What follows belongs to an exercise in optimizing a design on an open flow for small area, a short achievable clock period and few clock cycles per item; a production flow would make more cautious choices. At most, simulation tests tie the RTL to the original design; equivalence was not proved. No activity file was given, so power comes from the tool's default toggle rates.

==> module unordered_value_table_unit, before the edit <==
module unordered_value_table_unit #(
    parameter int DEPTH = 16
) (
    input  logic                aclk,
    input  logic                aresetn,
    input  logic                s_tvalid,
    output logic                s_tready,
    input  logic [uvt_pkg::InDataW-1:0]  s_tdata,
    output logic                m_tvalid,
    input  logic                m_tready,
    output logic [uvt_pkg::OutDataW-1:0] m_tdata
);
    localparam int AW = $clog2(DEPTH);
    localparam int CW = $clog2(DEPTH + 1);
    localparam int RW = StatusW + FoundW + CountW;
    logic              s_tready_reg;
    logic              e_valid;
    logic [CmdW-1:0]   e_cmd;
    logic [ValueW-1:0] e_val;
    logic [DEPTH-1:0]  e_eq;
    logic [DEPTH-1:0]  e_fix_sel;    
    logic              e_fix_val;    
    logic [CW-1:0]     cnt_reg;
    logic [DEPTH-1:0]  occ;
    logic [DEPTH-1:0]  last_sel;
    logic [1:0]        q_n;
    logic [RW-1:0]     q_head;
    logic [RW-1:0]     q_tail;
    logic              accept;
    logic              fire;
    logic              pop;
    logic [1:0]        q_n_next;
    logic              e_valid_next;
    assign accept = s_tvalid && s_tready_reg;
    assign fire   = e_valid && !q_n[1];
    assign pop    = q_n != 2'd0 && m_tready;
    assign q_n_next     = q_n - 2'(pop) + 2'(fire);
    assign e_valid_next = accept || (e_valid && !fire);
    assign s_tready = s_tready_reg;
    assign m_tvalid = q_n != 2'd0;
    assign m_tdata  = {{(OutDataW-RW){1'b0}}, q_head};
    logic [CmdW-1:0]   s_cmd;
    logic [ValueW-1:0] s_val;
    logic [DEPTH-1:0]  c_eq;
    logic              c_fix_eq;
    logic [ValueW-1:0] last_val;
    assign s_cmd     = s_tdata[CmdW-1:0];
    assign s_val     = s_tdata[CmdW+ValueW-1:CmdW];
    assign c_fix_eq  = s_val == wdata;
    logic              is_app, is_pop, is_loc, is_rem;
    logic [DEPTH-1:0]  eq;
    logic [DEPTH-1:0]  hit;
    logic [DEPTH-1:0]  first;
    logic [DEPTH-1:0]  app_sel;
    logic [DEPTH-1:0]  we;
    logic [ValueW-1:0] wdata;
    logic              any_hit;
    logic [AW-1:0]     fidx;
    logic              empty, full;
    logic              grow, shrink;
    logic [CW-1:0]     cnt_next;
    logic [DEPTH-1:0]  occ_next;
    logic [DEPTH-1:0]  last_next;
    logic [StatusW-1:0] stat;
    logic [RW-1:0]     res;
    assign is_app = e_cmd == CMD_APPEND;
    assign is_pop = e_cmd == CMD_POP;
    assign is_loc = e_cmd == CMD_LOCATE;
    assign is_rem = e_cmd == CMD_REMOVE;
    assign empty  = !occ[0];
    assign full   = occ[DEPTH-1];
    always_comb begin
        eq = (e_eq & ~e_fix_sel) | (e_fix_sel & {DEPTH{e_fix_val}});
        hit = eq & occ;
        for (int j = 0; j < DEPTH; j++) begin
            first[j] = hit[j] && !(|(hit & ((DEPTH)'(1) << j) - (DEPTH)'(1)));
        end
        fidx = '0;
        for (int b = 0; b < AW; b++) begin
            for (int j = 0; j < DEPTH; j++) begin
                if (j[b]) fidx[b] = fidx[b] | first[j];
            end
        end
        any_hit = |hit;
        app_sel = {last_sel[DEPTH-2:0], empty};
    end
    assign wdata = is_rem ? last_val : e_val;
    assign we    = fire ? (is_app ? app_sel : is_rem ? first : '0) : '0;
    assign grow   = is_app && !full;
    assign shrink = (is_pop && !empty) || (is_rem && any_hit);
    always_comb begin
        cnt_next  = cnt_reg;
        occ_next  = occ;
        last_next = last_sel;
        if (grow) begin
            cnt_next  = cnt_reg + CW'(1);
            occ_next  = {occ[DEPTH-2:0], 1'b1};
            last_next = app_sel;
        end else if (shrink) begin
            cnt_next  = cnt_reg - CW'(1);
            occ_next  = {1'b0, occ[DEPTH-1:1]};
            last_next = {1'b0, last_sel[DEPTH-1:1]};
        end
    end
    always_comb begin
        if (is_app) stat = full ? STAT_FULL : STAT_OK;
        else if (empty) stat = STAT_EMPTY;
        else if (is_pop || any_hit) stat = STAT_OK;
        else stat = STAT_NOT_FOUND;
    end
    assign res = {cnt_next, (is_loc || is_rem) ? fidx : AW'(0), stat};
    uvt_ram #(
        .WIDTH(ValueW),
        .DEPTH(DEPTH)
    ) u_entries (
        .aclk  (aclk),
        .we    (we),
        .wdata (wdata),
        .lsel  (last_sel),
        .key   (s_val),
        .eq    (c_eq),
        .rdata (last_val)
    );
    always_ff @(posedge aclk) begin
        if (!aresetn) begin
            e_valid      <= 1'b0;
            s_tready_reg <= 1'b1;
            cnt_reg      <= '0;
            occ          <= '0;
            last_sel     <= '0;
            q_n          <= 2'd0;
        end else begin
            e_valid      <= e_valid_next;
            s_tready_reg <= !e_valid_next || !q_n_next[1];
            if (fire) begin
                cnt_reg  <= cnt_next;
                occ      <= occ_next;
                last_sel <= last_next;
            end
            q_n <= q_n_next;
        end
    end
    always_ff @(posedge aclk) begin
        if (accept) begin
            e_cmd     <= s_cmd;
            e_val     <= s_val;
            e_eq      <= c_eq;
            e_fix_sel <= we;
            e_fix_val <= c_fix_eq;
        end
        if (q_n == 2'd0 || (q_n == 2'd1 && pop)) begin
            if (fire) q_head <= res;
        end else if (q_n == 2'd2 && pop) begin
            q_head <= q_tail;
        end
        if (fire && q_n == 2'd1 && !pop) q_tail <= res;
    end
endmodule
==> flow/config.mk <==
export PLATFORM = sky130hd
export DESIGN_NAME = unordered_value_table_unit
export DESIGN_NICKNAME = unordered_value_table_unit
export VERILOG_FILES = /design/flow/design.v
export SDC_FILE = /design/flow/constraint.sdc
export NUM_CORES = 4
export LEC_CHECK = 0
export CAP_MARGIN = 20
export CORE_MARGIN = 2
export CORE_UTILIZATION = 40
export PLACE_DENSITY = 0.6
export SETUP_SLACK_MARGIN = 2.3
export SLEW_MARGIN = 20
==> flow/constraint.sdc <==
create_clock -name core_clock -period 5.0 [get_ports {aclk}]
set_input_delay 1.0000 -clock core_clock [delete_from_list [all_inputs] [get_ports {aclk}]]
set_output_delay 1.0000 -clock core_clock [all_outputs]
set_load 0.01 [all_outputs]
standard.sh (not shown) runs the stock make flow with config.mk's settings and CLKGATE_MAP_FILE= SYNTH_SCRIPT=/design/flow/synth_recipe.tcl, a recipe that flattens the netlist after the stock synthesis.
==> flow/flow/run.sh <==
#!/bin/bash
# Standard layout with two changes: ports are buffered by a plain buffer
# instead of the default pick, and the resizer may change a cell's footprint
# in every stage (the platform limits it to same-footprint swaps before
# global routing).
set -euo pipefail
export BUFFER_PORTS_ARGS="-buffer_cell sky130_fd_sc_hd__buf_4"
sed 's/CLKGATE_MAP_FILE= /CLKGATE_MAP_FILE= MATCH_CELL_FOOTPRINT=0 /' standard.sh > standard_fp.sh
cp standard_fp.sh standard_fp.sh.log
bash standard_fp.sh > standard.log 2>&1
The starting point passed the timing, DRC and antenna checks.
==> next run, changes <==
--- a/flow/design.v
+++ b/flow/design.v
@@ -70,7 +70,6 @@
     localparam int AW = $clog2(DEPTH);
     localparam int CW = $clog2(DEPTH + 1);
     localparam int RW = StatusW + FoundW + CountW;
-    logic              s_tready_reg;
     logic              e_valid;
     logic [CmdW-1:0]   e_cmd;
     logic [ValueW-1:0] e_val;
@@ -80,22 +79,15 @@
     logic [CW-1:0]     cnt_reg;
     logic [DEPTH-1:0]  occ;
     logic [DEPTH-1:0]  last_sel;
-    logic [1:0]        q_n;
-    logic [RW-1:0]     q_head;
-    logic [RW-1:0]     q_tail;
+    logic              m_valid;
+    logic [RW-1:0]     m_res;
     logic              accept;
     logic              fire;
-    logic              pop;
-    logic [1:0]        q_n_next;
-    logic              e_valid_next;
-    assign accept = s_tvalid && s_tready_reg;
-    assign fire   = e_valid && !q_n[1];
-    assign pop    = q_n != 2'd0 && m_tready;
-    assign q_n_next     = q_n - 2'(pop) + 2'(fire);
-    assign e_valid_next = accept || (e_valid && !fire);
-    assign s_tready = s_tready_reg;
-    assign m_tvalid = q_n != 2'd0;
-    assign m_tdata  = {{(OutDataW-RW){1'b0}}, q_head};
+    assign fire   = e_valid && (!m_valid || m_tready);
+    assign accept = s_tvalid && s_tready;
+    assign s_tready = !e_valid || fire;
+    assign m_tvalid = m_valid;
+    assign m_tdata  = {{(OutDataW-RW){1'b0}}, m_res};
     logic [CmdW-1:0]   s_cmd;
     logic [ValueW-1:0] s_val;
     logic [DEPTH-1:0]  c_eq;
@@ -129,13 +121,13 @@
     always_comb begin
         eq = (e_eq & ~e_fix_sel) | (e_fix_sel & {DEPTH{e_fix_val}});
         hit = eq & occ;
-        for (int j = 0; j < DEPTH; j++) begin
-            first[j] = hit[j] && !(|(hit & ((DEPTH)'(1) << j) - (DEPTH)'(1)));
-        end
+        first = '0;
         fidx = '0;
-        for (int b = 0; b < AW; b++) begin
-            for (int j = 0; j < DEPTH; j++) begin
-                if (j[b]) fidx[b] = fidx[b] | first[j];
+        for (int j = DEPTH - 1; j >= 0; j--) begin
+            if (hit[j]) begin
+                first = '0;
+                first[j] = 1'b1;
+                fidx = AW'(j);
             end
         end
         any_hit = |hit;
@@ -181,20 +173,18 @@
     always_ff @(posedge aclk) begin
         if (!aresetn) begin
             e_valid      <= 1'b0;
-            s_tready_reg <= 1'b1;
             cnt_reg      <= '0;
             occ          <= '0;
             last_sel     <= '0;
-            q_n          <= 2'd0;
+            m_valid      <= 1'b0;
         end else begin
-            e_valid      <= e_valid_next;
-            s_tready_reg <= !e_valid_next || !q_n_next[1];
+            e_valid      <= accept || (e_valid && !fire);
             if (fire) begin
                 cnt_reg  <= cnt_next;
                 occ      <= occ_next;
                 last_sel <= last_next;
             end
-            q_n <= q_n_next;
+            m_valid <= fire || (m_valid && !m_tready);
         end
     end
     always_ff @(posedge aclk) begin
@@ -205,11 +195,6 @@
             e_fix_sel <= we;
             e_fix_val <= c_fix_eq;
         end
-        if (q_n == 2'd0 || (q_n == 2'd1 && pop)) begin
-            if (fire) q_head <= res;
-        end else if (q_n == 2'd2 && pop) begin
-            q_head <= q_tail;
-        end
-        if (fire && q_n == 2'd1 && !pop) q_tail <= res;
+        if (fire) m_res <= res;
     end
 endmodule
Result:
- The new run produced a clean layout
- utilization falls by 2.2 points
- total power falls by 18%
- sequential cell count goes down by 13
- area after synthesis falls by 1.6%
- setup slack is better by 0.22 ns
No functional check of the RTL was part of any run of this note.


The RTL this note starts from:
==> flow/design.v <==
`timescale 1ns / 1ps
package uvt_pkg;
    localparam int CmdW    = 2;
    localparam int ValueW  = 32;
    localparam int StatusW = 2;
    localparam int FoundW  = 4;
    localparam int CountW  = 5;
    localparam int InDataW  = 40;
    localparam int OutDataW = 16;
    typedef enum logic [CmdW-1:0] {
        CMD_APPEND = 2'd0,
        CMD_POP    = 2'd1,
        CMD_LOCATE = 2'd2,
        CMD_REMOVE = 2'd3
    } uvt_cmd_t;
    typedef enum logic [StatusW-1:0] {
        STAT_OK        = 2'd0,
        STAT_NOT_FOUND = 2'd1,
        STAT_FULL      = 2'd2,
        STAT_EMPTY     = 2'd3
    } uvt_status_t;
    typedef enum logic [1:0] {
        ST_IDLE,
        ST_SCAN,
        ST_MOVE,
        ST_RESP
    } uvt_state_t;
endpackage
`timescale 1ns / 1ps
module uvt_ram #(
    parameter int WIDTH = 32,
    parameter int DEPTH = 16
) (
    input  logic                     aclk,
    input  logic [DEPTH-1:0]         we,      
    input  logic [WIDTH-1:0]         wdata,   
    input  logic [DEPTH-1:0]         lsel,    
    input  logic [WIDTH-1:0]         key,     
    output logic [DEPTH-1:0]         eq_lo,   
    output logic [DEPTH-1:0]         eq_hi,   
    output logic [WIDTH-1:0]         rdata    
);
    logic [WIDTH-1:0] mem [DEPTH];
    always_ff @(posedge aclk) begin
        for (int j = 0; j < DEPTH; j++) begin
            if (we[j]) mem[j] <= wdata;
        end
    end
    always_comb begin
        rdata = '0;
        for (int j = 0; j < DEPTH; j++) begin
            eq_lo[j] = (mem[j][WIDTH/2-1:0] == key[WIDTH/2-1:0]);
            eq_hi[j] = (mem[j][WIDTH-1:WIDTH/2] == key[WIDTH-1:WIDTH/2]);
            rdata = rdata | (mem[j] & {WIDTH{lsel[j]}});
        end
    end
endmodule
`timescale 1ns / 1ps
import uvt_pkg::*;
module unordered_value_table_unit #(
    parameter int DEPTH = 16
) (
    input  logic                aclk,
    input  logic                aresetn,
    input  logic                s_tvalid,
    output logic                s_tready,
    input  logic [uvt_pkg::InDataW-1:0]  s_tdata,
    output logic                m_tvalid,
    input  logic                m_tready,
    output logic [uvt_pkg::OutDataW-1:0] m_tdata
);
    localparam int AW = $clog2(DEPTH);
    localparam int CW = $clog2(DEPTH + 1);
    localparam int RW = StatusW + FoundW + CountW;
    logic              s_tready_reg;
    logic              e_valid;
    logic [CmdW-1:0]   e_cmd;
    logic [ValueW-1:0] e_val;
    logic [DEPTH-1:0]  e_eq_lo;
    logic [DEPTH-1:0]  e_eq_hi;
    logic [DEPTH-1:0]  e_fix_sel;    
    logic              e_fix_val;    
    logic [CW-1:0]     cnt_reg;
    logic [DEPTH-1:0]  occ;
    logic [DEPTH-1:0]  last_sel;
    logic [1:0]        q_n;
    logic [RW-1:0]     q_head;
    logic [RW-1:0]     q_tail;
    logic              accept;
    logic              fire;
    logic              pop;
    logic [1:0]        q_n_next;
    logic              e_valid_next;
    assign accept = s_tvalid && s_tready_reg;
    assign fire   = e_valid && !q_n[1];
    assign pop    = q_n != 2'd0 && m_tready;
    assign q_n_next     = q_n - 2'(pop) + 2'(fire);
    assign e_valid_next = accept || (e_valid && !fire);
    assign s_tready = s_tready_reg;
    assign m_tvalid = q_n != 2'd0;
    assign m_tdata  = {{(OutDataW-RW){1'b0}}, q_head};
    logic [CmdW-1:0]   s_cmd;
    logic [ValueW-1:0] s_val;
    logic [DEPTH-1:0]  c_eq_lo;
    logic [DEPTH-1:0]  c_eq_hi;
    logic              c_fix_eq;
    logic [ValueW-1:0] last_val;
    assign s_cmd     = s_tdata[CmdW-1:0];
    assign s_val     = s_tdata[CmdW+ValueW-1:CmdW];
    assign c_fix_eq  = is_rem ? (s_val == last_val) : (s_val == e_val);
    logic              is_app, is_pop, is_loc, is_rem;
    logic [DEPTH-1:0]  eq;
    logic [DEPTH-1:0]  hit;
    logic [DEPTH-1:0]  first;
    logic [DEPTH-1:0]  app_sel;
    logic [DEPTH-1:0]  we;
    logic [ValueW-1:0] wdata;
    logic              any_hit;
    logic [AW-1:0]     fidx;
    logic              empty, full;
    logic              grow, shrink;
    logic [CW-1:0]     cnt_next;
    logic [DEPTH-1:0]  occ_next;
    logic [DEPTH-1:0]  last_next;
    logic [StatusW-1:0] stat;
    logic [RW-1:0]     res;
    assign is_app = e_cmd == CMD_APPEND;
    assign is_pop = e_cmd == CMD_POP;
    assign is_loc = e_cmd == CMD_LOCATE;
    assign is_rem = e_cmd == CMD_REMOVE;
    assign empty  = !occ[0];
    assign full   = occ[DEPTH-1];
    always_comb begin
        eq = (e_eq_lo & e_eq_hi & ~e_fix_sel) | (e_fix_sel & {DEPTH{e_fix_val}});
        hit = eq & occ;
        first = '0;
        fidx = '0;
        for (int j = DEPTH - 1; j >= 0; j--) begin
            if (hit[j]) begin
                first = '0;
                first[j] = 1'b1;
                fidx = AW'(j);
            end
        end
        any_hit = |hit;
        app_sel = {last_sel[DEPTH-2:0], empty};
    end
    assign wdata = is_rem ? last_val : e_val;
    assign we    = fire ? (is_app ? app_sel : is_rem ? first : '0) : '0;
    assign grow   = is_app && !full;
    assign shrink = (is_pop && !empty) || (is_rem && any_hit);
    always_comb begin
        cnt_next  = cnt_reg;
        occ_next  = occ;
        last_next = last_sel;
        if (grow) begin
            cnt_next  = cnt_reg + CW'(1);
            occ_next  = {occ[DEPTH-2:0], 1'b1};
            last_next = app_sel;
        end else if (shrink) begin
            cnt_next  = cnt_reg - CW'(1);
            occ_next  = {1'b0, occ[DEPTH-1:1]};
            last_next = {1'b0, last_sel[DEPTH-1:1]};
        end
    end
    always_comb begin
        if (is_app) stat = full ? STAT_FULL : STAT_OK;
        else if (empty) stat = STAT_EMPTY;
        else if (is_pop || any_hit) stat = STAT_OK;
        else stat = STAT_NOT_FOUND;
    end
    assign res = {cnt_next, (is_loc || is_rem) ? fidx : AW'(0), stat};
    uvt_ram #(
        .WIDTH(ValueW),
        .DEPTH(DEPTH)
    ) u_entries (
        .aclk  (aclk),
        .we    (we),
        .wdata (wdata),
        .lsel  (last_sel),
        .key   (s_val),
        .eq_lo (c_eq_lo),
        .eq_hi (c_eq_hi),
        .rdata (last_val)
    );
    always_ff @(posedge aclk) begin
        if (!aresetn) begin
            e_valid      <= 1'b0;
            s_tready_reg <= 1'b1;
            cnt_reg      <= '0;
            occ          <= '0;
            last_sel     <= '0;
            q_n          <= 2'd0;
        end else begin
            e_valid      <= e_valid_next;
            s_tready_reg <= !e_valid_next || !q_n_next[1];
            if (fire) begin
                cnt_reg  <= cnt_next;
                occ      <= occ_next;
                last_sel <= last_next;
            end
            q_n <= q_n_next;
        end
    end
    always_ff @(posedge aclk) begin
        if (accept) begin
            e_cmd     <= s_cmd;
            e_val     <= s_val;
            e_eq_lo   <= c_eq_lo;
            e_eq_hi   <= c_eq_hi;
            e_fix_sel <= we;
            e_fix_val <= c_fix_eq;
        end
        if (q_n == 2'd0 || (q_n == 2'd1 && pop)) begin
            if (fire) q_head <= res;
        end else if (q_n == 2'd2 && pop) begin
            q_head <= q_tail;
        end
        if (fire && q_n == 2'd1 && !pop) q_tail <= res;
    end
endmodule
export LEC_CHECK = 0
export CAP_MARGIN = 20
export CORE_MARGIN = 2
export CORE_UTILIZATION = 40
export PLACE_DENSITY = 0.6
export SETUP_SLACK_MARGIN = 2.3
export SLEW_MARGIN = 20
create_clock -name core_clock -period 5.0 [get_ports {aclk}]
Scripts as last shown in full above: flow/flow/run.sh
Testbench counts at the start, summed over its fixed seeds: cycles 12,016, items 12,000.
Next try:
--- a/flow/design.v
+++ b/flow/design.v
@@ -36,8 +36,7 @@
     input  logic [WIDTH-1:0]         wdata,   
     input  logic [DEPTH-1:0]         lsel,    
     input  logic [WIDTH-1:0]         key,     
-    output logic [DEPTH-1:0]         eq_lo,   
-    output logic [DEPTH-1:0]         eq_hi,   
+    output logic [DEPTH-1:0]         eq,      
     output logic [WIDTH-1:0]         rdata    
 );
     logic [WIDTH-1:0] mem [DEPTH];
@@ -49,8 +48,7 @@
     always_comb begin
         rdata = '0;
         for (int j = 0; j < DEPTH; j++) begin
-            eq_lo[j] = (mem[j][WIDTH/2-1:0] == key[WIDTH/2-1:0]);
-            eq_hi[j] = (mem[j][WIDTH-1:WIDTH/2] == key[WIDTH-1:WIDTH/2]);
+            eq[j] = (mem[j] == key);
             rdata = rdata | (mem[j] & {WIDTH{lsel[j]}});
         end
     end
@@ -76,8 +74,7 @@
     logic              e_valid;
     logic [CmdW-1:0]   e_cmd;
     logic [ValueW-1:0] e_val;
-    logic [DEPTH-1:0]  e_eq_lo;
-    logic [DEPTH-1:0]  e_eq_hi;
+    logic [DEPTH-1:0]  e_eq;
     logic [DEPTH-1:0]  e_fix_sel;    
     logic              e_fix_val;    
     logic [CW-1:0]     cnt_reg;
@@ -101,13 +98,12 @@
     assign m_tdata  = {{(OutDataW-RW){1'b0}}, q_head};
     logic [CmdW-1:0]   s_cmd;
     logic [ValueW-1:0] s_val;
-    logic [DEPTH-1:0]  c_eq_lo;
-    logic [DEPTH-1:0]  c_eq_hi;
+    logic [DEPTH-1:0]  c_eq;
     logic              c_fix_eq;
     logic [ValueW-1:0] last_val;
     assign s_cmd     = s_tdata[CmdW-1:0];
     assign s_val     = s_tdata[CmdW+ValueW-1:CmdW];
-    assign c_fix_eq  = is_rem ? (s_val == last_val) : (s_val == e_val);
+    assign c_fix_eq  = s_val == wdata;
     logic              is_app, is_pop, is_loc, is_rem;
     logic [DEPTH-1:0]  eq;
     logic [DEPTH-1:0]  hit;
@@ -131,7 +127,7 @@
     assign empty  = !occ[0];
     assign full   = occ[DEPTH-1];
     always_comb begin
-        eq = (e_eq_lo & e_eq_hi & ~e_fix_sel) | (e_fix_sel & {DEPTH{e_fix_val}});
+        eq = (e_eq & ~e_fix_sel) | (e_fix_sel & {DEPTH{e_fix_val}});
         hit = eq & occ;
         first = '0;
         fidx = '0;
@@ -179,8 +175,7 @@
         .wdata (wdata),
         .lsel  (last_sel),
         .key   (s_val),
-        .eq_lo (c_eq_lo),
-        .eq_hi (c_eq_hi),
+        .eq    (c_eq),
         .rdata (last_val)
     );
     always_ff @(posedge aclk) begin
@@ -206,8 +201,7 @@
         if (accept) begin
             e_cmd     <= s_cmd;
             e_val     <= s_val;
-            e_eq_lo   <= c_eq_lo;
-            e_eq_hi   <= c_eq_hi;
+            e_eq      <= c_eq;
             e_fix_sel <= we;
             e_fix_val <= c_fix_eq;
         end
Setup slack got worse by 0.012 ns.
Clock skew hardly moves.
Non-clock buffer count grows by 26.
Power is higher slightly.
Synthesized cell count is lower by a few percent.
Sequential cell count decreases by 16.
Wire length increases by about a fifth.
Register-to-register slack gains 0.099 ns.
Sequential power decreases by a few percent.
Core utilization climbs by 0.89 points.
Combinational power increases by about a fifth.
Worst hold slack gains 0.0031 ns.
Testbench counts after the change, summed over its fixed seeds: cycles 12,016, items 12,000.

## static timing again, ports no longer ideal
The results above use ideal ports. As a check the final layouts listed here were re-extracted and re-timed, cells and wires unchanged. Step 1 (the two cells are an assumption about what drives the block):
set clk [get_ports {aclk}]
set_driving_cell -lib_cell sky130_fd_sc_hd__clkbuf_16 $clk
set_driving_cell -lib_cell sky130_fd_sc_hd__buf_2 [delete_from_list [all_inputs] $clk]
Step 2 times the ports against the registers' clock, not the clock port: input delays grow and output delays shrink by t, the midpoint of the rising clock arrivals with the driver on. Three values: ideal, step 1, step 2; two values: the first two.
run | t (ns) | slack for setup (ns) | worst hold slack (ns) | clock arrival spread, ns | worst slew at a driven data input, ns
the first run of note 1 | 0.710 | 1.925 / 1.925 / 1.326 | 0.496 / 0.496 / 0.496 | 0.043 / 0.043 | 0.19
the second run of note 1 | 0.690 | 2.145 / 2.125 / 1.436 | 0.530 / 0.499 / 0.530 | 0.032 / 0.031 | 0.10
the first run of note 2 | 0.675 | 2.131 / 2.131 / 1.481 | 0.519 / 0.519 / 0.519 | 0.033 / 0.032 | 0.11
the second run of note 2 | 0.688 | 2.119 / 2.166 / 1.479 | 0.522 / 0.505 / 0.522 | 0.031 / 0.031 | 0.06
After both steps every run listed still meets setup and hold. The setup slack of the second run of note 1, which loses most, moves by -0.020 ns with the drivers and by -0.709 ns with both steps.
